Source: an optimization exercise on an open RTL-to-GDS flow (aim: small area, a short achievable clock period and few clock cycles per item). Production flows keep margins and buffers that such runs may drop. Function was checked by simulation only, so behaviour that the tests miss may differ from the original.

## rev 12
==> flow/design.v (excerpt) <==
module frame_interval_statistics_top
#(
  parameter int unsigned COUNT_BITS = COUNT_BITS_DEF,
  parameter int unsigned DT_BITS    = DT_BITS_DEF
) (
  input  logic        clk_i,
  input  logic        rst_ni,
  input  logic        cfg_we_i,
  input  logic [31:0] cfg_wdata_i,
  input  logic        in_valid_i,
  output logic        in_ready_o,
  input  logic [31:0] in_time_us_i,
  output logic        out_valid_o,
  input  logic        out_ready_i,
  output logic [23:0] out_dt_us_o,
  output logic        out_dt_valid_o,
  output logic        out_report_o,
  output logic [15:0] out_interval_cnt_o,
  output logic [31:0] out_elapsed_us_o,
  output logic [31:0] out_fps_q8_o,
  output logic [31:0] out_mean_q8_o,
  output logic [31:0] out_stddev_q8_o,
  output logic [23:0] out_min_dt_us_o,
  output logic [23:0] out_max_dt_us_o
);
Size: ~750 flip-flops, about 0.068 mm2 of cells after synthesis.
Settings: LEC_CHECK=0, ABC_AREA=1, CAP_MARGIN=20, CORE_MARGIN=2, CORE_UTILIZATION=55, SETUP_SLACK_MARGIN=3, SLEW_MARGIN=20; clock period 10.0 ns.
standard.sh (not shown) runs the stock make flow with config.mk's settings and CLKGATE_MAP_FILE= SYNTH_SCRIPT=/design/flow/synth_recipe.tcl, a recipe that flattens the netlist after the stock synthesis.
==> flow/flow/run.sh <==
#!/bin/bash
# Layout flow: the standard flow, except that synthesis leaves adders to the
# generic gate mapping and ABC (no full/half adder cell extraction), so that ABC
# sees whole arithmetic paths when it maps for delay. Registers are unchanged.
set -euo pipefail
bash standard.sh ADDER_MAP_FILE= synth > synth.log 2>&1
bash standard.sh finish > finish.log 2>&1
Testbench counts of rev 12, summed over its fixed seeds: cycles 69,082, items 12,000.
diff inputs: rev 12 => rev 13
--- a/flow/design.v
+++ b/flow/design.v
@@ -189,24 +189,35 @@
   logic        a_co;
   logic [5:0]  lz_a, lzs;
   assign cs_x = {1'b0, dt_q, 8'd0};
   assign cs_m = ~{1'b0, mean_q};
   assign cs_y = fin_q ? (dv_neg_q ? {1'b0, dv_a_q} : ~{1'b0, dv_a_q}) : 33'd0;
   assign cs_e = fin_q && !dv_neg_q;
   assign cs_s = cs_x ^ cs_m ^ cs_y;
   assign cs_c = {((cs_x[31:0] & cs_m[31:0]) | (cs_x[31:0] & cs_y[31:0]) | (cs_m[31:0] & cs_y[31:0])), 1'b1};
   fis_add #(.W(33)) u_d (.a_i(cs_s), .b_i(cs_c), .c_i(cs_e), .s_o(d), .c_o(d_co));
   assign d_neg  = d[32];
-  assign a_ones = d[31:0] ^ {32{d_neg}};
-  fis_add #(.W(32)) u_abs (.a_i(a_ones), .b_i(32'd0), .c_i(d_neg), .s_o(a_abs), .c_o(a_co));
-  fis_lzc #(.W(32), .LW(6)) u_lz_a (.x_i(a_ones), .lz_o(lz_a));
-  assign lzs = (d_neg && lz_a != 6'd0) ? lz_a - 6'd1 : lz_a;
+  logic [32:0] ns_y, ns_s, ns_c, nd;
+  logic        ns_e, nd_co;
+  logic [5:0]  lz_p, lz_m;
+  assign ns_y = fin_q ? (dv_neg_q ? ~{1'b0, dv_a_q} : {1'b0, dv_a_q}) : 33'd0;
+  assign ns_e = fin_q && dv_neg_q;
+  assign ns_s = ~cs_m ^ ~cs_x ^ ns_y;
+  assign ns_c = {((~cs_m[31:0] & ~cs_x[31:0]) | (~cs_m[31:0] & ns_y[31:0]) | (~cs_x[31:0] & ns_y[31:0])), 1'b1};
+  fis_add #(.W(33)) u_nd (.a_i(ns_s), .b_i(ns_c), .c_i(ns_e), .s_o(nd), .c_o(nd_co));
+  assign a_ones = d[31:0];
+  assign a_abs  = d_neg ? nd[31:0] : d[31:0];
+  assign a_co   = 1'b0;
+  fis_lzc #(.W(32), .LW(6)) u_lz_p (.x_i(d[31:0]), .lz_o(lz_p));
+  fis_lzc #(.W(32), .LW(6)) u_lz_m (.x_i(nd[31:0]), .lz_o(lz_m));
+  assign lz_a = d_neg ? lz_m : lz_p;
+  assign lzs = lz_a;
   logic [63:0] m2_eff;
   logic [15:0] nm1;
   logic        nm1_co;
   logic [5:0]  lz_v;
   assign m2_eff = m2sat_q ? 64'hFFFF_FFFF_FFFF_FFFF : m2_q;
   fis_add #(.W(16), .FAST(1'b0)) u_nm1 (.a_i(n_q), .b_i(16'hFFFF), .c_i(1'b0), .s_o(nm1), .c_o(nm1_co));
   fis_lzc #(.W(32), .LW(6)) u_lz_v (.x_i(m2_eff[63:32]), .lz_o(lz_v));
   logic [15:0] vsat_s;
   logic        vsat;
   fis_add #(.W(16), .FAST(1'b0)) u_vsat (.a_i({8'd0, m2_eff[63:56]}), .b_i(~nm1), .c_i(1'b1),
==> run summary <==
Rev 12 reached the final stage; the timing, design-rule and antenna checks on its layout passed. Rev 13 closes out successfully: all stages finished, all timing, DRC and antenna checks passed. Taking rev 12 as the reference point, the wire length of rev 13 falls by 1900 um. Timing startpoint of the critical path: dv_a_q[20]$_DFFE_PP_ -> rev 13, dv_neg_q$_DFFE_PP_ -> rev 12. Compared with rev 12, rev 13 supports a higher clock frequency. Diff rev 12..rev 13 | number of flops mapped to enable cells by yosys | unchanged. Compared with rev 12, rev 13 shows largest stage delay on the critical path higher by 0.10 ns. Changes observed in rev 13 relative to rev 12: sequential share of layout area grew by 0.60 points, area growth from synthesis to layout shrank by 6.7 points, core utilization shrank by 3.5 points. Compared with rev 12, in rev 13 clock skew held steady; buffer and inverter count on the worst path shrank by 7; worst-path maximum fanout grew by 5.
Testbench counts of rev 13, summed over its fixed seeds: cycles 67,693, items 12,000.

==> what the ideal ports hide <==
The flow's constraints put no driver on any port. The routed layouts listed below were extracted and timed again, unchanged, in two steps. Step 1, drivers: a clkbuf_16 drives clk_i and a buf_2 each remaining input, both assumed. Step 2 moves the port delays by t, midway between the first and last clock arrival at a register: inputs arrive t later, outputs are due t later. That takes back most of the time a late clock gives input paths. a / b / c = ideal ports / drivers / drivers and shift; a / b = the first two.
| run | t, ns | setup slack, ns | latest minus earliest clock arrival (ns) | slew at the worst register clock pin (ns) |
|---|---|---|---|---|
| rev 12 | 0.796 | 2.789 / 2.789 / 2.681 | 0.039 / 0.039 | 0.08 / 0.08 |
| rev 13 | 0.793 | 3.301 / 3.301 / 2.688 | 0.037 / 0.036 | 0.07 / 0.07 |
After both steps setup and hold are still met in every run listed. The setup slack of rev 13, which loses most, moves by 0.000 ns with the drivers and by -0.613 ns with both steps.
